This is an optimization exercise on Yosys and OpenROAD, whose aim is a short achievable clock period and few clock cycles, not a production implementation. The RTL was checked by simulation tests, not by an equivalence proof against the original design. Power and IR drop assume default switching activity.

[flow/run.sh]
#!/bin/bash
# Standard ORFS layout (the standard.sh: standard synthesis, floorplan,
# placement, CTS, routing, finish), with repair aiming further below the
# clock period and sized port buffers. All tool output is in make.log here
# and in ORFS's own logs under orfs/logs.
set -euo pipefail
bash standard.sh \
  SETUP_SLACK_MARGIN=6 \
  TNS_END_PERCENT=100 \
  MATCH_CELL_FOOTPRINT=0 \
  "BUFFER_PORTS_ARGS=-buffer_cell sky130_fd_sc_hd__buf_4" \
  finish > make.log 2>&1
[config.mk]
export PLATFORM = sky130hd
export DESIGN_NAME = cpu_core
export DESIGN_NICKNAME = cpu_core
export VERILOG_FILES = /design/flow/design.v
export SDC_FILE = /design/flow/constraint.sdc
export NUM_CORES = 4
export LEC_CHECK = 0
export CAP_MARGIN = 20
export CORE_MARGIN = 2
export CORE_UTILIZATION = 40
export SLEW_MARGIN = 20
[design.v]
`default_nettype none
package cpu_pkg;
    typedef logic [15:0] word_t;      
    typedef logic [31:0] instr_t;     
    typedef logic [3:0]  reg_idx_t;   
    localparam logic [5:0] OP_R_TYPE  = 6'h00;
    localparam logic [5:0] OP_LOAD    = 6'h01;
    localparam logic [5:0] OP_STORE   = 6'h02;
    localparam logic [5:0] OP_J       = 6'h03;
    localparam logic [5:0] OP_JAL     = 6'h04;
    localparam logic [5:0] OP_BEQ     = 6'h05;
    localparam logic [5:0] OP_BNE     = 6'h06;
    localparam logic [5:0] OP_JT      = 6'h07;
    localparam logic [5:0] OP_JF      = 6'h08;
    localparam logic [5:0] OP_LOADLIT = 6'h09;
    localparam logic [5:0] OP_ADDI    = 6'h0a;
    localparam logic [5:0] OP_ANDI    = 6'h0b;
    localparam logic [5:0] OP_ORI     = 6'h0c;
    localparam logic [5:0] OP_SLTI    = 6'h0d;
    localparam logic [5:0] FN_JR  = 6'h08;
    localparam logic [5:0] FN_ADD = 6'h20;
    localparam logic [5:0] FN_SUB = 6'h22;
    localparam logic [5:0] FN_AND = 6'h24;
    localparam logic [5:0] FN_OR  = 6'h25;
    localparam logic [5:0] FN_SLT = 6'h2a;
    typedef struct packed {
        logic add;
        logic sub;
        logic andl;
        logic orl;
        logic slt;
        logic pass;
    } aluop_t;
endpackage
`default_nettype wire
`timescale 1ns/10ps
`default_nettype none
module control_unit (
    input  cpu_pkg::instr_t  instr,
    output cpu_pkg::aluop_t  aluop,
    output logic             use_rs,       
    output logic             use_rt,       
    output logic             b_imm,        
    output logic             b_link,       
    output logic             reg_write,    
    output cpu_pkg::reg_idx_t dst,
    output logic             flag_write,
    output logic             is_load,
    output logic             is_store,
    output logic             is_jimm,      
    output logic             is_jreg,      
    output logic             is_branch,
    output logic             br_true,      
    output logic             br_inv        
);
    logic [5:0] op;
    logic [5:0] fn;
    logic       o_r, o_ld, o_st, o_j, o_jal, o_beq, o_bne, o_jt, o_jf;
    logic       o_lit, o_addi, o_andi, o_ori, o_slti;
    logic       f_jr, f_add, f_sub, f_and, f_or, f_slt;
    logic       r_add, r_sub, r_and, r_or, r_slt, r_alu;
    assign op = instr[31:26];
    assign fn = instr[5:0];
    assign o_r    = (op == cpu_pkg::OP_R_TYPE);
    assign o_ld   = (op == cpu_pkg::OP_LOAD);
    assign o_st   = (op == cpu_pkg::OP_STORE);
    assign o_j    = (op == cpu_pkg::OP_J);
    assign o_jal  = (op == cpu_pkg::OP_JAL);
    assign o_beq  = (op == cpu_pkg::OP_BEQ);
    assign o_bne  = (op == cpu_pkg::OP_BNE);
    assign o_jt   = (op == cpu_pkg::OP_JT);
    assign o_jf   = (op == cpu_pkg::OP_JF);
    assign o_lit  = (op == cpu_pkg::OP_LOADLIT);
    assign o_addi = (op == cpu_pkg::OP_ADDI);
    assign o_andi = (op == cpu_pkg::OP_ANDI);
    assign o_ori  = (op == cpu_pkg::OP_ORI);
    assign o_slti = (op == cpu_pkg::OP_SLTI);
    assign f_jr  = (fn == cpu_pkg::FN_JR);
    assign f_add = (fn == cpu_pkg::FN_ADD);
    assign f_sub = (fn == cpu_pkg::FN_SUB);
    assign f_and = (fn == cpu_pkg::FN_AND);
    assign f_or  = (fn == cpu_pkg::FN_OR);
    assign f_slt = (fn == cpu_pkg::FN_SLT);
    assign r_add = o_r && f_add;
    assign r_sub = o_r && f_sub;
    assign r_and = o_r && f_and;
    assign r_or  = o_r && f_or;
    assign r_slt = o_r && f_slt;
    assign r_alu = r_add || r_sub || r_and || r_or || r_slt;
    assign aluop.add  = r_add || o_addi || o_ld || o_st;
    assign aluop.sub  = r_sub;
    assign aluop.andl = r_and || o_andi;
    assign aluop.orl  = r_or  || o_ori;
    assign aluop.slt  = r_slt || o_slti;
    assign aluop.pass = o_lit || o_jal;
    assign is_load   = o_ld;
    assign is_store  = o_st;
    assign is_jimm   = o_j;
    assign is_jreg   = o_jal || (o_r && f_jr);
    assign is_branch = o_beq || o_bne || o_jt || o_jf;
    assign br_true   = o_jt || o_jf;
    assign br_inv    = o_bne || o_jf;
    assign use_rs = r_alu || o_ld || o_st || is_jreg || o_addi || o_andi || o_ori || o_slti;
    assign use_rt = r_alu || o_st;
    assign b_imm  = o_lit || o_addi || o_andi || o_ori || o_slti || o_ld || o_st;
    assign b_link = o_jal;
    assign reg_write  = r_alu || o_lit || o_addi || o_andi || o_ori || o_slti || o_jal;
    assign flag_write = r_alu || o_addi || o_andi || o_ori || o_slti;
    always_comb begin
        if (r_alu)      dst = instr[15:12];
        else if (o_jal) dst = 4'd15;
        else            dst = instr[21:18];
    end
endmodule
`default_nettype wire
`timescale 1ns/10ps
`default_nettype none
module cycle_fsm (
    input  logic  clk,
    input  logic  arst_n,
    input  logic  issue_load,
    input  logic  issue_store,
    input  cpu_pkg::word_t    addr,
    input  cpu_pkg::word_t    wdata,
    input  cpu_pkg::reg_idx_t load_dst,
    output cpu_pkg::word_t    dmem_addr,
    output cpu_pkg::word_t    dmem_wdata,
    output logic  dmem_we,
    output logic  dmem_re,            
    output cpu_pkg::reg_idx_t req_dst,    
    output logic  data_valid,         
    output cpu_pkg::reg_idx_t data_dst
);
    always_ff @(posedge clk or negedge arst_n) begin
        if (!arst_n) begin
            dmem_we    <= 1'b0;
            dmem_re    <= 1'b0;
            data_valid <= 1'b0;
        end else begin
            dmem_we    <= issue_store;
            dmem_re    <= issue_load;
            data_valid <= dmem_re;
        end
    end
    always_ff @(posedge clk) begin
        dmem_addr  <= addr;
        dmem_wdata <= wdata;
        req_dst    <= load_dst;
        data_dst   <= req_dst;
    end
endmodule
`default_nettype wire
`timescale 1ns/10ps
`default_nettype none
module program_counter (
    input  logic  clk,
    input  logic  arst_n,
    input  logic  redirect_f0,        
    input  logic  redirect_f1,        
    input  logic  flag,               
    input  cpu_pkg::word_t redirect_addr,
    input  logic  hold,               
    input  logic  early_jump,         
    input  cpu_pkg::word_t early_target,
    input  logic  install,            
    input  cpu_pkg::word_t install_key,
    input  cpu_pkg::word_t install_tgt,
    output cpu_pkg::word_t fetch_addr,
    output cpu_pkg::word_t arr_pc,    
    output logic  arr_valid,          
    output logic  arr_pred            
);
    logic           btb_valid;
    cpu_pkg::word_t btb_key;
    cpu_pkg::word_t btb_tgt;
    logic           ins_pending;
    cpu_pkg::word_t ins_key;
    cpu_pkg::word_t ins_tgt;
    cpu_pkg::word_t fetch_reg;
    cpu_pkg::word_t jump_reg;
    cpu_pkg::word_t fetch_inc;
    logic           hit;
    logic           refetch;
    cpu_pkg::word_t early_addr;
    cpu_pkg::word_t next_addr;
    logic           next_valid;
    logic           redirect;
    assign fetch_addr = jump_reg | fetch_reg;
    assign fetch_inc  = fetch_addr + cpu_pkg::word_t'(1);
    assign hit        = btb_valid && (btb_key == fetch_addr);
    assign refetch    = hold && arr_valid;
    assign early_addr = refetch ? arr_pc : (hit ? btb_tgt : fetch_inc);
    assign redirect   = flag ? redirect_f1 : redirect_f0;
    assign next_addr  = flag ? (redirect_f1 ? redirect_addr : early_addr)
                             : (redirect_f0 ? redirect_addr : early_addr);
    assign next_valid = !redirect && !refetch && !early_jump;
    always_ff @(posedge clk or negedge arst_n) begin
        if (!arst_n) begin
            fetch_reg   <= '0;
            jump_reg    <= '0;
            arr_valid   <= 1'b0;
            arr_pred    <= 1'b0;
            btb_valid   <= 1'b0;
            ins_pending <= 1'b0;
        end else begin
            fetch_reg   <= next_addr & {16{!early_jump}};
            jump_reg    <= early_target & {16{early_jump}};
            arr_valid   <= next_valid;
            arr_pred    <= next_valid && hit;
            ins_pending <= install;
            if (ins_pending) begin
                btb_valid <= 1'b1;
            end
        end
    end
    always_ff @(posedge clk) begin
        arr_pc   <= fetch_addr;
        ins_key  <= install_key;
        ins_tgt  <= install_tgt;
        if (ins_pending) begin
            btb_key <= ins_key;
            btb_tgt <= ins_tgt;
        end
    end
endmodule
`default_nettype wire
`timescale 1ns/10ps
`default_nettype none
module register_file (
    input  logic     clk,
    input  logic     arst_n,
    input  logic [15:0]       rs_sel,     
    input  logic [15:0]       rt_sel,     
    input  logic     we_a,
    input  cpu_pkg::reg_idx_t wr_a,
    input  cpu_pkg::word_t    wd_a,
    input  logic     we_b,
    input  cpu_pkg::reg_idx_t wr_b,
    input  cpu_pkg::word_t    wd_b,
    output cpu_pkg::word_t    rs_data,
    output cpu_pkg::word_t    rt_data,
    output cpu_pkg::word_t    r15_data    
);
    cpu_pkg::word_t regs [16];
    always_ff @(posedge clk or negedge arst_n) begin
        if (!arst_n) begin
            for (int i = 0; i < 16; i++) begin
                regs[i] <= '0;
            end
        end else begin
            for (int i = 0; i < 16; i++) begin
                if (we_a && wr_a == cpu_pkg::reg_idx_t'(i)) begin
                    regs[i] <= wd_a;
                end else if (we_b && wr_b == cpu_pkg::reg_idx_t'(i)) begin
                    regs[i] <= wd_b;
                end
            end
        end
    end
    assign r15_data = regs[15];
    always_comb begin
        rs_data = '0;
        rt_data = '0;
        for (int i = 0; i < 16; i++) begin
            rs_data = rs_data | ({16{rs_sel[i]}} & regs[i]);
            rt_data = rt_data | ({16{rt_sel[i]}} & regs[i]);
        end
    end
endmodule
`default_nettype wire
`timescale 1ns/10ps
`default_nettype none
module alu_flags (
    input  logic  clk,
    input  logic  arst_n,
    input  cpu_pkg::aluop_t op,
    input  logic  flag_en,            
    input  cpu_pkg::word_t a,
    input  cpu_pkg::word_t b,
    output cpu_pkg::word_t result,
    output logic  zero_flag,          
    output logic  true_flag
);
    cpu_pkg::word_t bx;                 
    cpu_pkg::word_t g [5];              
    cpu_pkg::word_t p [5];              
    cpu_pkg::word_t carry;              
    cpu_pkg::word_t gs [5];             
    cpu_pkg::word_t ps [5];
    cpu_pkg::word_t borrow;             
    cpu_pkg::word_t sum;                
    cpu_pkg::word_t diff;               
    cpu_pkg::word_t lt_t [5];           
    cpu_pkg::word_t eq_t [5];           
    logic  lt;
    cpu_pkg::word_t carry_z;            
    logic  zero_add;
    logic  zero_next;
    logic  true_next;
    assign bx = ~b;
    always_comb begin
        g[0] = a & b;
        p[0] = a ^ b;
        for (int l = 0; l < 4; l++) begin
            for (int i = 0; i < 16; i++) begin
                if (((i >> l) & 1) == 1) begin
                    g[l+1][i] = g[l][i] | (p[l][i] & g[l][((i >> l) << l) - 1]);
                    p[l+1][i] = p[l][i] & p[l][((i >> l) << l) - 1];
                end else begin
                    g[l+1][i] = g[l][i];
                    p[l+1][i] = p[l][i];
                end
            end
        end
        carry[0] = 1'b0;
        for (int i = 1; i < 16; i++) begin
            carry[i] = g[4][i-1];
        end
        gs[0] = a & bx;
        ps[0] = a ^ bx;
        for (int l = 0; l < 4; l++) begin
            for (int i = 0; i < 16; i++) begin
                if (((i >> l) & 1) == 1) begin
                    gs[l+1][i] = gs[l][i] | (ps[l][i] & gs[l][((i >> l) << l) - 1]);
                    ps[l+1][i] = ps[l][i] & ps[l][((i >> l) << l) - 1];
                end else begin
                    gs[l+1][i] = gs[l][i];
                    ps[l+1][i] = ps[l][i];
                end
            end
        end
        borrow[0] = 1'b1;
        for (int i = 1; i < 16; i++) begin
            borrow[i] = gs[4][i-1] | ps[4][i-1];
        end
    end
    assign sum  = p[0] ^ carry;
    assign diff = ps[0] ^ borrow;
    always_comb begin
        lt_t[0] = ~a & b;
        lt_t[0][15] = a[15] & ~b[15];
        eq_t[0] = ~(a ^ b);
        for (int l = 0; l < 4; l++) begin
            for (int i = 0; i < 16; i++) begin
                if (((i >> l) & 1) == 1) begin
                    lt_t[l+1][i] = lt_t[l][i] | (eq_t[l][i] & lt_t[l][((i >> l) << l) - 1]);
                    eq_t[l+1][i] = eq_t[l][i] & eq_t[l][((i >> l) << l) - 1];
                end else begin
                    lt_t[l+1][i] = lt_t[l][i];
                    eq_t[l+1][i] = eq_t[l][i];
                end
            end
        end
    end
    assign lt = lt_t[4][15];
    always_comb begin
        result = '0;
        if (op.add)  result = result | sum;
        if (op.sub)  result = result | diff;
        if (op.andl) result = result | (a & b);
        if (op.orl)  result = result | (a | b);
        if (op.slt)  result = result | {15'd0, lt};
        if (op.pass) result = result | b;
    end
    assign carry_z  = {a[14:0] | b[14:0], 1'b0};
    assign zero_add = ((a ^ b) == carry_z);
    assign zero_next = (op.add  && zero_add) ||
                       (op.sub  && (a == b)) ||
                       (op.andl && ((a & b) == '0)) ||
                       (op.orl  && ((a | b) == '0)) ||
                       (op.slt  && !lt);
    assign true_next = ((op.add || op.sub) && (a[0] ^ b[0])) ||
                       (op.andl && a[0] && b[0]) ||
                       (op.orl  && (a[0] || b[0])) ||
                       (op.slt  && lt);
    always_ff @(posedge clk or negedge arst_n) begin
        if (!arst_n) begin
            zero_flag <= 1'b0;
            true_flag <= 1'b0;
        end else if (flag_en) begin
            zero_flag <= zero_next;
            true_flag <= true_next;
        end
    end
endmodule
`default_nettype wire
`timescale 1ns/10ps
`default_nettype none
module cpu_core #(
    parameter cpu_pkg::word_t RESET_PC = '0
) (
    input  logic   clk,
    input  logic   arst_n,
    output cpu_pkg::word_t  imem_addr,         
    input  cpu_pkg::instr_t imem_rdata,
    output cpu_pkg::word_t  dmem_addr,
    output cpu_pkg::word_t  dmem_wdata,
    output logic   dmem_we,           
    output logic   dmem_re,           
    input  cpu_pkg::word_t  dmem_rdata
);
    cpu_pkg::word_t    arr_pc;
    logic              arr_valid, arr_pred;
    cpu_pkg::aluop_t   aluop0;
    logic              use_rs0, use_rt0, b_imm0, b_link0, reg_write0, flag_write0;
    logic              is_load0, is_store0, is_jimm0, is_jreg0, is_branch0, br_true0, br_inv0;
    cpu_pkg::reg_idx_t dst0;
    cpu_pkg::reg_idx_t rs0;
    logic              lit_hit, r15_ok, r_safe, early_jump;
    cpu_pkg::word_t    early_target, rf_r15;
    logic              r_v, r_pred;
    cpu_pkg::word_t    r_pc, r_pcinc, r_imm;
    cpu_pkg::reg_idx_t r_rs, r_rt, r_dst;
    logic [15:0]       r_rs_sel, r_rt_sel;
    cpu_pkg::aluop_t   r_aluop;
    logic              r_use_rs, r_use_rt, r_b_imm, r_b_link, r_reg_write, r_flag_write;
    logic              r_is_load, r_is_store, r_is_jimm, r_is_jreg, r_is_branch, r_br_true, r_br_inv;
    cpu_pkg::word_t    rf_rs, rf_rt;
    logic              fwd_ex_a, fwd_ex_b, fwd_wb_a, fwd_wb_b, fwd_ld_a, fwd_ld_b;
    cpu_pkg::word_t    opa, opb, rs_jump;
    logic              stall_load, stall_jump, stall, go;
    logic              zero_flag, true_flag, defer, taken, redirect_r, install_r;
    logic              c_v, c_br_true, c_br_inv, c_pred, c_bp, c_taken, kill, install_c;
    logic              defer_back;
    cpu_pkg::word_t    c_pc, c_pcinc, c_target;
    cpu_pkg::word_t    target, redirect_addr;
    logic              redirect, install;
    logic              e_v;
    cpu_pkg::word_t    e_opa, e_opb;
    cpu_pkg::aluop_t   e_aluop;
    logic              e_reg_write, e_flag_write, e_load, e_store;
    cpu_pkg::word_t    e_wd;
    cpu_pkg::reg_idx_t e_dst;
    cpu_pkg::word_t    e_res;
    logic              w_v;               
    cpu_pkg::reg_idx_t w_dst;
    cpu_pkg::word_t    w_res;
    logic              req_load;          
    cpu_pkg::reg_idx_t req_dst;
    logic              ld_valid;          
    cpu_pkg::reg_idx_t ld_dst;
    program_counter i_program_counter (
        .clk, .arst_n,
        .redirect_f0 (redirect),
        .redirect_f1 (redirect),
        .flag        (1'b1),
        .redirect_addr,
        .hold        (stall),
        .early_jump,
        .early_target,
        .install,
        .install_key (install_c ? c_pc : r_pc),
        .install_tgt (install_c ? c_target : target),
        .fetch_addr  (imem_addr),
        .arr_pc,
        .arr_valid,
        .arr_pred
    );
    control_unit i_control_unit (
        .instr      (imem_rdata),
        .aluop      (aluop0),
        .use_rs     (use_rs0),
        .use_rt     (use_rt0),
        .b_imm      (b_imm0),
        .b_link     (b_link0),
        .reg_write  (reg_write0),
        .dst        (dst0),
        .flag_write (flag_write0),
        .is_load    (is_load0),
        .is_store   (is_store0),
        .is_jimm    (is_jimm0),
        .is_jreg    (is_jreg0),
        .is_branch  (is_branch0),
        .br_true    (br_true0),
        .br_inv     (br_inv0)
    );
    always_ff @(posedge clk or negedge arst_n) begin
        if (!arst_n) begin
            r_v <= 1'b0;
        end else if (kill) begin
            r_v <= 1'b0;
        end else if (!stall) begin
            r_v <= arr_valid && !redirect;
        end
    end
    always_ff @(posedge clk) begin
        if (!stall) begin
            r_pred       <= arr_pred || early_jump;
            r_pc         <= arr_pc;
            r_pcinc      <= arr_pc + cpu_pkg::word_t'(1);
            r_imm        <= imem_rdata[15:0];
            r_rs         <= imem_rdata[25:22];
            r_rt         <= imem_rdata[21:18];
            r_rs_sel     <= 16'd1 << imem_rdata[25:22];
            r_rt_sel     <= 16'd1 << imem_rdata[21:18];
            r_dst        <= dst0;
            r_aluop      <= aluop0;
            r_use_rs     <= use_rs0;
            r_use_rt     <= use_rt0;
            r_b_imm      <= b_imm0;
            r_b_link     <= b_link0;
            r_reg_write  <= reg_write0;
            r_flag_write <= flag_write0;
            r_is_load    <= is_load0;
            r_is_store   <= is_store0;
            r_is_jimm    <= is_jimm0;
            r_is_jreg    <= is_jreg0;
            r_is_branch  <= is_branch0;
            r_br_true    <= br_true0;
            r_br_inv     <= br_inv0;
        end
    end
    assign rs0     = imem_rdata[25:22];
    assign lit_hit = r_v && r_aluop.pass && !r_b_link && r_dst == rs0;
    assign r15_ok  = rs0 == 4'd15 &&
                     !(r_v && (r_reg_write || r_is_load) && r_dst == 4'd15) &&
                     !(e_v && (e_reg_write || e_load) && e_dst == 4'd15) &&
                     !(w_v && w_dst == 4'd15) &&
                     !(req_load && req_dst == 4'd15) &&
                     !(ld_valid && ld_dst == 4'd15);
    assign r_safe = !(r_v && (r_is_branch || ((r_is_jimm || r_is_jreg) && !r_pred))) && !c_v;
    assign early_jump = arr_valid && !arr_pred && !stall && r_safe &&
                        (is_jimm0 || (is_jreg0 && (lit_hit || r15_ok)));
    assign early_target = is_jimm0 ? imem_rdata[15:0] : (lit_hit ? r_imm : rf_r15);
    register_file i_register_file (
        .clk, .arst_n,
        .rs_sel      (r_rs_sel),
        .rt_sel      (r_rt_sel),
        .we_a        (w_v),
        .wr_a        (w_dst),
        .wd_a        (w_res),
        .we_b        (ld_valid),
        .wr_b        (ld_dst),
        .wd_b        (dmem_rdata),
        .rs_data     (rf_rs),
        .rt_data     (rf_rt),
        .r15_data    (rf_r15)
    );
    assign fwd_ex_a = e_v && e_reg_write && e_dst == r_rs;
    assign fwd_ex_b = e_v && e_reg_write && e_dst == r_rt;
    assign fwd_wb_a = w_v && w_dst == r_rs;
    assign fwd_wb_b = w_v && w_dst == r_rt;
    assign fwd_ld_a = ld_valid && ld_dst == r_rs;
    assign fwd_ld_b = ld_valid && ld_dst == r_rt;
    always_comb begin
        if (fwd_ex_a)      opa = e_res;
        else if (fwd_wb_a) opa = w_res;
        else if (fwd_ld_a) opa = dmem_rdata;
        else               opa = rf_rs;
        if (fwd_ex_b)      opb = e_res;
        else if (fwd_wb_b) opb = w_res;
        else if (fwd_ld_b) opb = dmem_rdata;
        else               opb = rf_rt;
    end
    assign rs_jump    = fwd_ex_a ? e_opb : (fwd_wb_a ? w_res : rf_rs);
    assign stall_jump = r_is_jreg && (fwd_ex_a ? !e_aluop.pass : (!fwd_wb_a && fwd_ld_a));
    assign stall_load = (e_v && e_load &&
                         ((r_use_rs && e_dst == r_rs) || (r_use_rt && e_dst == r_rt))) ||
                        (req_load &&
                         ((r_use_rs && req_dst == r_rs) || (r_use_rt && req_dst == r_rt)));
    assign stall = r_v && (stall_jump || stall_load);
    assign go    = r_v && !stall && !kill;
    assign defer  = r_is_branch && e_v && e_flag_write;
    assign taken  = r_is_jimm || r_is_jreg ||
                    (r_is_branch && ((r_br_true ? true_flag : zero_flag) ^ r_br_inv));
    assign target = r_is_jreg ? rs_jump : (r_is_jimm ? r_imm : r_pcinc + r_imm);
    assign defer_back = defer && !r_pred && r_imm[15];
    assign redirect_r = go && (defer ? defer_back : (taken ^ r_pred));
    assign install_r  = go && !defer && taken && !r_pred && (r_is_jimm || r_is_branch);
    always_ff @(posedge clk or negedge arst_n) begin
        if (!arst_n) begin
            c_v <= 1'b0;
        end else begin
            c_v <= go && defer;
        end
    end
    always_ff @(posedge clk) begin
        c_br_true <= r_br_true;
        c_br_inv  <= r_br_inv;
        c_pred    <= r_pred || r_imm[15];
        c_bp      <= r_pred;
        c_pc      <= r_pc;
        c_pcinc   <= r_pcinc;
        c_target  <= r_pcinc + r_imm;
    end
    assign c_taken = (c_br_true ? true_flag : zero_flag) ^ c_br_inv;
    assign kill    = c_v && (c_taken ^ c_pred);
    assign redirect      = kill || redirect_r;
    assign redirect_addr = kill ? (c_pred ? c_pcinc : c_target)
                                : (r_pred ? r_pcinc : target);
    assign install_c     = c_v && c_taken && !c_bp;
    assign install       = install_c || install_r;
    assign dmem_re = req_load;
    cycle_fsm i_cycle_fsm (
        .clk, .arst_n,
        .issue_load  (e_v && e_load),
        .issue_store (e_v && e_store),
        .addr        (e_res),
        .wdata       (e_wd),
        .load_dst    (e_dst),
        .dmem_addr,
        .dmem_wdata,
        .dmem_we,
        .dmem_re     (req_load),
        .req_dst,
        .data_valid  (ld_valid),
        .data_dst    (ld_dst)
    );
    always_ff @(posedge clk or negedge arst_n) begin
        if (!arst_n) begin
            e_v <= 1'b0;
        end else begin
            e_v <= go && (r_reg_write || r_flag_write || r_is_load || r_is_store);
        end
    end
    always_ff @(posedge clk) begin
        e_opa        <= opa;
        e_opb        <= r_b_link ? r_pcinc : (r_b_imm ? r_imm : opb);
        e_aluop      <= r_aluop;
        e_reg_write  <= r_reg_write;
        e_flag_write <= r_flag_write;
        e_dst        <= r_dst;
        e_load       <= r_is_load;
        e_store      <= r_is_store;
        e_wd         <= opb;
    end
    always_ff @(posedge clk or negedge arst_n) begin
        if (!arst_n) begin
            w_v <= 1'b0;
        end else begin
            w_v <= e_v && e_reg_write;
        end
    end
    always_ff @(posedge clk) begin
        w_dst <= e_dst;
        w_res <= e_res;
    end
    alu_flags i_alu_flags (
        .clk, .arst_n,
        .op        (e_aluop),
        .flag_en   (e_v && e_flag_write),
        .a         (e_opa),
        .b         (e_opb),
        .result    (e_res),
        .zero_flag,
        .true_flag
    );
endmodule
`default_nettype wire
[standard.sh]
#!/bin/bash
# synth_recipe.tcl (not shown) runs the flow's synth.tcl, then flattens the netlist and writes it again
# the make line also repeats each setting of config.mk as NAME=value (left out here)
make -C /OpenROAD-flow-scripts/flow DESIGN_CONFIG=/design/flow/config.mk WORK_HOME=/design/flow/orfs CLKGATE_MAP_FILE= SYNTH_SCRIPT=/design/flow/synth_recipe.tcl "${@:-finish}"
[constraint.sdc]
create_clock -name core_clock -period 9.0 [get_ports {clk}]
set_input_delay 1.8000 -clock core_clock [delete_from_list [all_inputs] [get_ports {clk}]]
set_output_delay 1.8000 -clock core_clock [all_outputs]
set_load 0.01 [all_outputs]
==> results of run 1 <==
==> how the worst min path moves through the flow <==
stage,start,end,slack (ns)
floorplan,e_wd[0]$_DFF_P_,i_cycle_fsm.dmem_wdata[0]$_DFF_P_,0.31
global placement,e_wd[7]$_DFF_P_,i_cycle_fsm.dmem_wdata[7]$_DFF_P_,0.31
detailed placement,e_wd[15]$_DFF_P_,i_cycle_fsm.dmem_wdata[15]$_DFF_P_,0.31
CTS,e_wd[7]$_DFF_P_,i_cycle_fsm.dmem_wdata[7]$_DFF_P_,0.33
global route,e_wd[6]$_DFF_P_,i_cycle_fsm.dmem_wdata[6]$_DFF_P_,0.34
finish,e_wd[7]$_DFF_P_,i_cycle_fsm.dmem_wdata[7]$_DFF_P_,0.33
==> synthesized netlist by cell type, types with 13 or more instances <==
| library cell | number | area, um^2 |
|---|---|---|
| nor2_1 | 331 | 1240 |
| mux2i_1 | 324 | 3240 |
| dfrtp_1 | 301 | 7530 |
| nand2_1 | 280 | 1050 |
| a21oi_1 | 270 | 1350 |
| clkbuf_1 | 264 | 991 |
| dfxtp_1 | 202 | 4040 |
| o21ai_0 | 166 | 831 |
| edfxtp_1 | 144 | 4320 |
| a22oi_1 | 123 | 923 |
| inv_1 | 109 | 409 |
| a221oi_1 | 81 | 709 |
| ha_1 | 80 | 1000 |
| a22o_1 | 79 | 692 |
| xnor2_1 | 76 | 666 |
| nor3_1 | 51 | 255 |
| nand4_1 | 47 | 294 |
| nand3_1 | 44 | 220 |
| mux2_2 | 38 | 428 |
| xor2_1 | 28 | 245 |
| a31oi_1 | 27 | 169 |
| and3_1 | 27 | 169 |
| nor4_1 | 27 | 169 |
| a211oi_1 | 24 | 180 |
| nand2b_1 | 24 | 150 |
| buf_1 | 21 | 78.8 |
| o211ai_1 | 20 | 150 |
| a211oi_2 | 16 | 200 |
| o21a_1 | 16 | 120 |
| and2_1 | 13 | 81.3 |
| or3_1 | 13 | 81.3 |
==> critical path: cells and delay by family <==
kind / cells / cell delay (ns)
simple gates: 6 / 1.69
buf+inv: 3 / 0.31
compound gates: 1 / 0.04
==> cells in the final DEF, fill, tap and decap left out, types with 20 or more instances in the layout <==
master and n:
clkbuf_16 77, a211oi_2 27, buf_4 237, buf_6 26
o211ai_1 20, a21oi_1 260, xnor2_1 76, mux2_2 38
nand3_1 41, a22o_1 79, mux2i_1 323, a221oi_1 79
a31oi_1 23, and3_1 26, nor3_1 45, nand4_1 47
xor2_1 28, ha_1 70, o21ai_0 159, nand2_1 270
nor2_1 299, edfxtp_1 144, dfxtp_1 176, dfrtp_1 289
a22oi_1 123, nand2b_1 23, inv_1 91
==> per-layer routing <==
metal / vias to the layer above / GRT usage
li1: 12800 / -
met1: 14100 / 0.396
met2: 1733 / 0.468
met3: 433 / 0.0872
met4: 0 / 0.140
met5: - / 0
==> power by group through the flow <==
stage	Combinational (uW)	Sequential (uW)	Clock, uW
after floorplan	1570	3860	0
after global placement	2170	4110	0
after detailed placement	2180	4120	0
after CTS	2550	4020	3040
after global routing	2910	4080	3170
final	2700	4030	3010
==> final cells by class <==
type,count,area [um^2]
fill,7732,43900
multi-input combinational,2422,17100
sequential,647,16000
timing repair buffer,281,2440
clock buffer,104,2080
tap,1134,1420
inverter,110,418
clock inverter,30,327
antenna,1,2.50
==> metrics by stage <==
| step | total power, uW | utilization | hold slack, ns | area (um^2) | cells |
|---|---|---|---|---|---|
| detailed placement | 6300 | 0.425 | 0.312 | 35500 | 4488 |
| floorplan | 5430 | - | 0.310 | 33900 | 3476 |
| global placement | 6280 | 0.425 | 0.312 | 35500 | 4488 |
| CTS | 9620 | 0.470 | 0.326 | 39400 | 4710 |
| finish | 9750 | 0.476 | 0.326 | 39800 | 4729 |
| global route | 10200 | 0.475 | 0.335 | 39800 | 4728 |
==> cells by family (layout without fill, tap and decap cells) <==
| group | count (synthesis) | after routing |
|---|---|---|
| XOR/XNOR | 104 | 104 |
| AND/OR/NAND/NOR | 917 | 918 |
| adder cells (fa/ha/maj) | 86 | 86 |
| other | 0 | 1 |
| multiplexers | 362 | 362 |
| flip-flops | 647 | 647 |
| buffers and inverters | 409 | 525 |
| AO/OA/AOI/OAI | 951 | 952 |
==> timing repair <==
item / in CTS / in global routing
pin swaps: 32 / 32
hold endpoints to repair: 0 / 0
cloned: 6 / 1
hold buffers: 0 / 0
endpoints found under the setup margin: 255 / 201
resized for setup: 196 / 69
setup buffers: 82 / 16
==> parameters.txt, run 1 <==
Parameter                              Value

Critical path
  Critical-path cell with the highest stage delay    or3b_4
  Critical path's largest stage delay    approximately 0.44 ns
  Startpoint of the lowest-slack register-to-register path    r_is_jreg$_DFFE_PN_
  Number of cells on the worst reg-to-reg path    8
  Endpoint kind of the worst setup timing path    flop
  Most frequent cell on the critical path    or2_4
  Critical path destination    i_program_counter.arr_pred$_DFF_PN0_
  List of cells traversed by the critical path    buf_6 -> or2_4 -> or3_4 -> or2_4 -> inv_4 -> a21oi_4 -> or3b_4 -> buf_12 -> and3_4 -> and4bb_1
  R2r endpoint    i_program_counter.fetch_reg[14]$_DFF_PN0_
  Critical path arrival    about 3.9 ns
  Start point of the critical path    imem_rdata[31]
  Setup slack on the worst flop-to-flop path    ~5.8 ns
  Startpoint class of the critical path    primary input
  Required time of the critical path    about 9.5 ns
  Kind of critical path    primary input to flop
  Crit Path Max Fanout    8

Global routing
  Number of global-route vias before repair    approximately 28,000
  Antenna violations before repair    3
  Maximum number of pins on one net before global-route repair    144
  First-pass GRT wire length    slightly below 200,000 um
  Global-route usage over all layers    0.305
  Grt total ovfl    0

Synth
  #FFs+latches synth    between 600 and 700
  Post-synth net total    3,612
  Sequential area share after synthesis    0.470
  Post-synthesis compound-gate area fraction    0.190
  Netlist Area Pre-Place    ~0.034 mm^2
  EDFF count, synth    roughly 140
  Basic-gate share of the synthesized area counting and, or, nand and nor cells    0.124
  Adder-cell share of the synthesized area    0.0332
  Number of warnings printed during yosys synthesis    13
  FFs w/ async S/R, synth    0.465
  Share of synthesized area spent on multiplexers    0.109
  Xor-xnor portion of the synthesized cell area    0.0269
  Largest family of logic cells by synthesized area    compound AO/OA/AOI/OAI gates
  Number of distinct library cells after synthesis    between 90 and 100
  Prevailing post-synth register cell    dfrtp_1
  Synthesized area per cell    9.73 um^2
  Mapped Cells    3,476

Detailed routing
  DR top layer    met4
  Number of vias per cell    ~6
  Met2 Wirelength    roughly 59,000 um
  DRC violation count after routing    0
  Wl on met1    between 50,000 and 60,000 um
  Final routed wirelength across all metal layers    approximately 130,000 um
  Average detailed-routed wire length per instance    approximately 28 um
  Length of the first detailed-routing pass in iterations    8
  Detail Route Antenna Nets    0
  Met3 wirelength from detailed routing    15,200 um
  Drt first-iter violations    around 3,500
  Total via count after detailed routing    slightly below 30,000

STA
  Final period util    0.371
  Final-report setup violation count    0
  Hold Violations, Final    0
  Worst Max-Slew Pin Slew    approximately 1.1 ns
  Final critical-path setup slack    roughly 5.7 ns
  Setup repair after global routing missed its margin    yes
  Worst slew margin relative to its limit    0.274
  Final min period    around 3.3 ns
  Count of final max-slew check failures    0
  Timing-limited maximum frequency    0.300 GHz
  Post-Route Setup TNS    0 ns
  Largest clock skew in the final design    about 0.042 ns

Pwr
  Sequential share of power    0.413
  Share of power burned in the clock network    0.309
  Leakage dissipation    0.0161 uW
  Pwr per Cell Area    ~240 mW/mm^2
  Worst vdd rail ir drop    0.000166 V
  Fraction of power consumed by combinational cells    0.278
  Reported net switching power    between 3000 and 4000 uW
  Internal power component    6490 uW
  Share of total power consumed by net switching    0.334

Run
  Max capacitance violation total    0

Placement
  Setup Slack @ Placement    about 3.6 ns
  Routability congestion estimate from global placement    between 0.9 and 1
  Buffers added on ports    97
  Post-DP HPWL    ~84,000 um

Outcome
  Run status  timing/DRC/antenna clean

Floorplanning
  Top Ports    100
  Floorplan die width    a little under 300 um
  Starting utilization of the core area    0.404
  Rows    approximately 110
  Core area    between 0.08 and 0.09 mm^2
  Overall die area    0.0869 mm^2
  Die Height    295 um

Hold path
  Type of the most critical hold path    flop to flop
  Number of cells on the worst hold path    0

CTS
  Htree depth    3
  # clock sinks    around 650
  Clk root buf    clkbuf_16
  Clock edge transition at the registers on the reported setup and hold paths    0.06 ns
  Clock network latency to the later pin of the worst-skew pair    approximately 0.65 ns
  TritonCTS Buffers    72
  Maximum clock insertion buffer count    3
  Clock tree from TritonCTS    done

Cells and area
  Growth of design area from synthesis to finish    17.7%
  Register with the most flip-flops    i_register_file.regs
  Final nets    between 3,000 and 4,000
  Largest register FFs    approximately 260
  Fraction of final layout cells with drive strength greater than 1    0.186
Testbench counts, summed over its fixed seeds: cycles 10,809.
==> run 2: changes to the inputs <==
--- a/flow/run.sh
+++ b/flow/run.sh
@@ -6,5 +6,5 @@
 set -euo pipefail
 bash standard.sh \
-  SETUP_SLACK_MARGIN=6 \
+  SETUP_SLACK_MARGIN=6.5 \
   TNS_END_PERCENT=100 \
   MATCH_CELL_FOOTPRINT=0 \
==> run 2 against run 1 <==
Effect of this change:
- still clean
- critical endpoint unchanged
- sequential share of layout area decreased by 3.1 points
- cell count increased by 3.2%
- critical path type unchanged
- sequential cell count unchanged
==> parameters.txt, run 2 <==
Parameter                              Value

Outcome
  Run status  timing/DRC/antenna clean (unchanged)

CTS
  # clock sinks    647 (unchanged)
  Clk root buf    clkbuf_16 (unchanged)
  Maximum clock insertion buffer count    3 (unchanged)
  Clock edge transition at the registers on the reported setup and hold paths    0.06 ns (about the same)
  Clock network latency to the later pin of the worst-skew pair    0.65 ns (about the same)
  CTS hold repair buffers    0 (unchanged)
  TritonCTS Buffers    73 (was 72)
  Clock tree from TritonCTS    done (unchanged)
  Htree depth    3 (unchanged)

STA
  Setup repair after global routing missed its margin    yes (unchanged)
  Final min period    3.41 ns (was 3.34 ns)
  Post-Route Setup TNS    0 ns (unchanged)
  Timing-limited maximum frequency    0.293 GHz (was 0.300 GHz)
  Largest clock skew in the final design    0.0242 ns (was 0.0424 ns)
  Worst-case hold slack    0.325 ns (was 0.326 ns)
  Count of final max-slew check failures    0 (unchanged)
  Final-report setup violation count    0 (unchanged)
  Hold Violations, Final    0 (unchanged)
  Final period util    0.379 (was 0.371)
  Worst Max-Slew Pin Slew    1.21 ns (was 1.09 ns)
  Worst slew margin relative to its limit    0.192 (was 0.274)

Global routing
  Maximum number of pins on one net before global-route repair    88 (was 144)
  Antenna violations before repair    4 (was 3)
  Number of global-route vias before repair    28,600 (was 27,700)
  Grt total ovfl    0 (unchanged)
  Global-route usage over all layers    0.317 (was 0.305)
  First-pass GRT wire length    200,000 um (was 193,000 um)

Critical path
  Required time of the critical path    9.54 ns (was 9.52 ns)
  Setup slack on the worst flop-to-flop path    5.81 ns (about the same)
  Crit Path Max Fanout    5 (was 8)
  R2r endpoint    i_program_counter.fetch_reg[12]$_DFF_PN0_ (was i_program_counter.fetch_reg[14]$_DFF_PN0_)
  Endpoint kind of the worst setup timing path    flop (unchanged)
  Number of cells on the worst reg-to-reg path    10 (was 8)
  Kind of critical path    primary input to flop (unchanged)
  Startpoint class of the critical path    primary input (unchanged)
  Startpoint of the lowest-slack register-to-register path    r_rs[0]$_DFFE_PN_ (was r_is_jreg$_DFFE_PN_)
  Critical path arrival    3.95 ns (was 3.86 ns)

Synth
  Most frequent cell after synthesis    nor2_1 (unchanged)
  Sequential area share after synthesis    0.470 (unchanged)
  Number of warnings printed during yosys synthesis    13 (unchanged)
  Biggest area consumer among synthesized cells    dfrtp_1 (unchanged)
  Xor-xnor portion of the synthesized cell area    0.0269 (unchanged)
  Basic-gate share of the synthesized area counting and, or, nand and nor cells    0.124 (unchanged)
  Post-synthesis compound-gate area fraction    0.190 (unchanged)
  Number of distinct library cells after synthesis    91 (unchanged)
  Synth cell count leaders    nor2_1, mux2i_1, dfrtp_1, nand2_1, a21oi_1 (unchanged)
  Largest family of logic cells by synthesized area    compound AO/OA/AOI/OAI gates (unchanged)
  Share of synthesized area spent on multiplexers    0.109 (unchanged)
  Share of the synthesized area in the top cell type    0.223 (unchanged)
  Netlist Area Pre-Place    0.0338 mm^2 (unchanged)
  Adder-cell share of the synthesized area    0.0332 (unchanged)
  Post-synth net total    3,612 (unchanged)
  Largest cells by area after synthesis    dfrtp_1, edfxtp_1, dfxtp_1, mux2i_1, a21oi_1 (unchanged)
  Mapped Cells    3,476 (unchanged)
  #FFs+latches synth    647 (unchanged)
  FFs w/ async S/R, synth    0.465 (unchanged)
  EDFF count, synth    144 (unchanged)
  Prevailing post-synth register cell    dfrtp_1 (unchanged)
  Synthesized area per cell    9.73 um^2 (unchanged)

Hold path
  End point of the worst hold path    i_cycle_fsm.dmem_wdata[6]$_DFF_P_ (was i_cycle_fsm.dmem_wdata[7]$_DFF_P_)
  Type of the most critical hold path    flop to flop (unchanged)
  Number of cells on the worst hold path    0 (unchanged)
  Hold path start    e_wd[6]$_DFF_P_ (was e_wd[7]$_DFF_P_)

Pwr
  Share of power burned in the clock network    0.302 (was 0.309)
  Reported net switching power    3530 uW (was 3250 uW)
  Fraction of power consumed by combinational cells    0.313 (was 0.278)
  Internal power component    6940 uW (was 6490 uW)
  Leakage dissipation    0.0175 uW (was 0.0161 uW)
  Sequential share of power    0.386 (was 0.413)
  Share of total power consumed by net switching    0.337 (was 0.334)
  Worst vdd rail ir drop    0.000187 V (was 0.000166 V)
  Pwr per Cell Area    242 mW/mm^2 (was 245 mW/mm^2)

Detailed routing
  Total via count after detailed routing    30,200 (was 29,000)
  Final routed wirelength across all metal layers    141,000 um (was 135,000 um)
  DR top layer    met5 (was met4)
  Number of vias per cell    6.19 (was 6.14)
  Met2 Wirelength    61,000 um (was 59,200 um)
  Drt first-iter violations    3,747 (was 3,542)
  Length of the first detailed-routing pass in iterations    6 (was 8)
  Average detailed-routed wire length per instance    28.9 um (was 28.5 um)
  DRC violation count after routing    0 (unchanged)
  Wl on met1    55,500 um (was 52,900 um)
  Detail Route Antenna Nets    0 (unchanged)
  Met3 wirelength from detailed routing    15,000 um (was 15,200 um)

Placement
  Post-DP HPWL    83,700 um (was 83,900 um)
  Routability congestion estimate from global placement    0.960 (was 0.970)
  Buffers added on ports    97 (unchanged)
  Cell Area, Placed    0.0357 mm^2 (was 0.0355 mm^2)

Floorplanning
  Starting utilization of the core area    0.404 (unchanged)
  Floorplan die width    295 um (unchanged)
  Rows    106 (unchanged)
  Core area    0.0837 mm^2 (unchanged)
  Overall die area    0.0869 mm^2 (unchanged)
  Top Ports    100 (unchanged)
  Die Height    295 um (unchanged)

Cells and area
  Commonest non-fill, non-tap cell in the layout    mux2i_1 (unchanged)
  Commonest cells after routing, fill and taps aside    mux2i_1, nor2_1, dfrtp_1 (unchanged)
  Fraction of final layout cells with drive strength greater than 1    0.277 (was 0.186)
  Largest register FFs    256 (unchanged)
  Total non-filler cell area in the finished layout    0.0433 mm^2 (was 0.0398 mm^2)
  Final nets    3,820 (was 3,670)
  Fill cells    7,289 (was 7,732)
  Growth of design area from synthesis to finish    28.0% (was 17.7%)
  Register with the most flip-flops    i_register_file.regs (unchanged)

Run
  Max capacitance violation total    0 (unchanged)
[run 2: final cells by class]
cell class	instances	area [um^2]	share of cell area
Multi-Input combinational cell	2421	18600	0.429
Sequential cell	647	16000	0.370
Timing Repair Buffer	431	4330	0.100
Clock buffer	100	2090	0.0483
Tap cell	1134	1420	0.0328
Inverter	110	428	0.00988
Clock inverter	34	418	0.00965
Antenna cell	3	7.51	0.000173
[run 2: worst max-delay path by stage]
stage                                               from                                   end  cells after the start
final                                     imem_rdata[31]  i_program_counter.arr_pred$_DFF_PN0_                     11
after global routing                      imem_rdata[31]  i_program_counter.arr_pred$_DFF_PN0_                     11
after CTS                                 imem_rdata[30]  i_program_counter.arr_pred$_DFF_PN0_                     11
after detailed placement                  imem_rdata[31]  i_program_counter.arr_pred$_DFF_PN0_                     11
after global placement                    imem_rdata[31]  i_program_counter.arr_pred$_DFF_PN0_                     11
after floorplan           i_cycle_fsm.req_dst[2]$_DFF_P_  i_program_counter.arr_pred$_DFF_PN0_                     10
[run 2: repair_timing]
item,4_1_cts,5_1_grt
hold endpoints to repair,0,0
buffers inserted,166,61
pin swaps,126,127
setup endpoints to repair,510,362
cloned,22,3
resized for setup,491,171
[run 2: layer usage]
metal | vias up | global-route usage
li1 | 13000 | -
met1 | 14800 | 0.409
met2 | 1885 | 0.475
met3 | 521 | 0.0897
met4 | 8 | 0.178
met5 | - | 0.00454
[run 2: critical path, cell delays in order]
cell and delay, ns:
buf_6 0.09, or2_4 0.27, or3_4 0.34, or2_4 0.27, buf_12 0.14, clkinv_4 0.04, a21oi_2 0.03, or3b_4 0.47
buf_12 0.18, and3_4 0.15, and4bb_1 0.18
[run 2: kinds of logic (layout without fill, tap and decap cells)]
| kind of cell | count (synthesis) | after routing |
|---|---|---|
| multiplexers | 362 | 362 |
| adder cells (fa/ha/maj) | 86 | 86 |
| buffers and inverters | 409 | 675 |
| XOR/XNOR | 104 | 104 |
| flip-flops | 647 | 647 |
| AO/OA/AOI/OAI | 951 | 952 |
| other | 0 | 3 |
| AND/OR/NAND/NOR | 917 | 917 |
[run 2: power by group through the flow]
stage	logic, uW	clock network [uW]	registers [uW]
2_1_floorplan	1610	0	3870
5_1_grt	3470	3290	4090
3_5_place_dp	2200	0	4140
6_report	3270	3160	4040
3_3_place_gp	2180	0	4130
4_1_cts	2960	3170	4020
[run 2: metrics by stage]
step                utilization  worst slack (ns)  total power [uW]  instances
floorplan                     -              4.61              5480       3476
global route              0.517              5.56             10800       4877
global placement          0.427              3.88              6310       4491
detailed placement        0.427              3.85              6340       4491
finish                    0.517              5.59             10500       4880
CTS                       0.501              5.60             10200       4813

afterwards: timing with drivers on the ports:
No port has a modelled driver above. Below, the same layouts with a new extraction and two added sets of constraints. Step 1: set_driving_cell puts a clkbuf_16 on clk and a buf_2 on each other input, an assumption about the parent block. Step 2 moves the port delays by t, midway between the first and last clock arrival at a register: inputs arrive t later, outputs are due t later. That takes back most of the time a late clock gives input paths. Slacks: no drivers / after step 1 / after step 2; pairs: no drivers / after step 1.
run | shift t [ns] | setup slack, ns | hold slack, ns | worst data-port slew with drivers (ns) | pins driven straight from the clock port
run 1 | 0.697 | 5.665 / 5.697 / 5.000 | 0.326 / 0.326 / 0.326 | 0.13 | 1
run 2 | 0.702 | 5.590 / 5.619 / 4.917 | 0.325 / 0.325 / 0.325 | 0.11 | 1
After both steps every run listed still meets setup and hold. For run 2, which loses most, drivers alone change the setup slack by +0.029 ns; drivers and shift together by -0.673 ns.
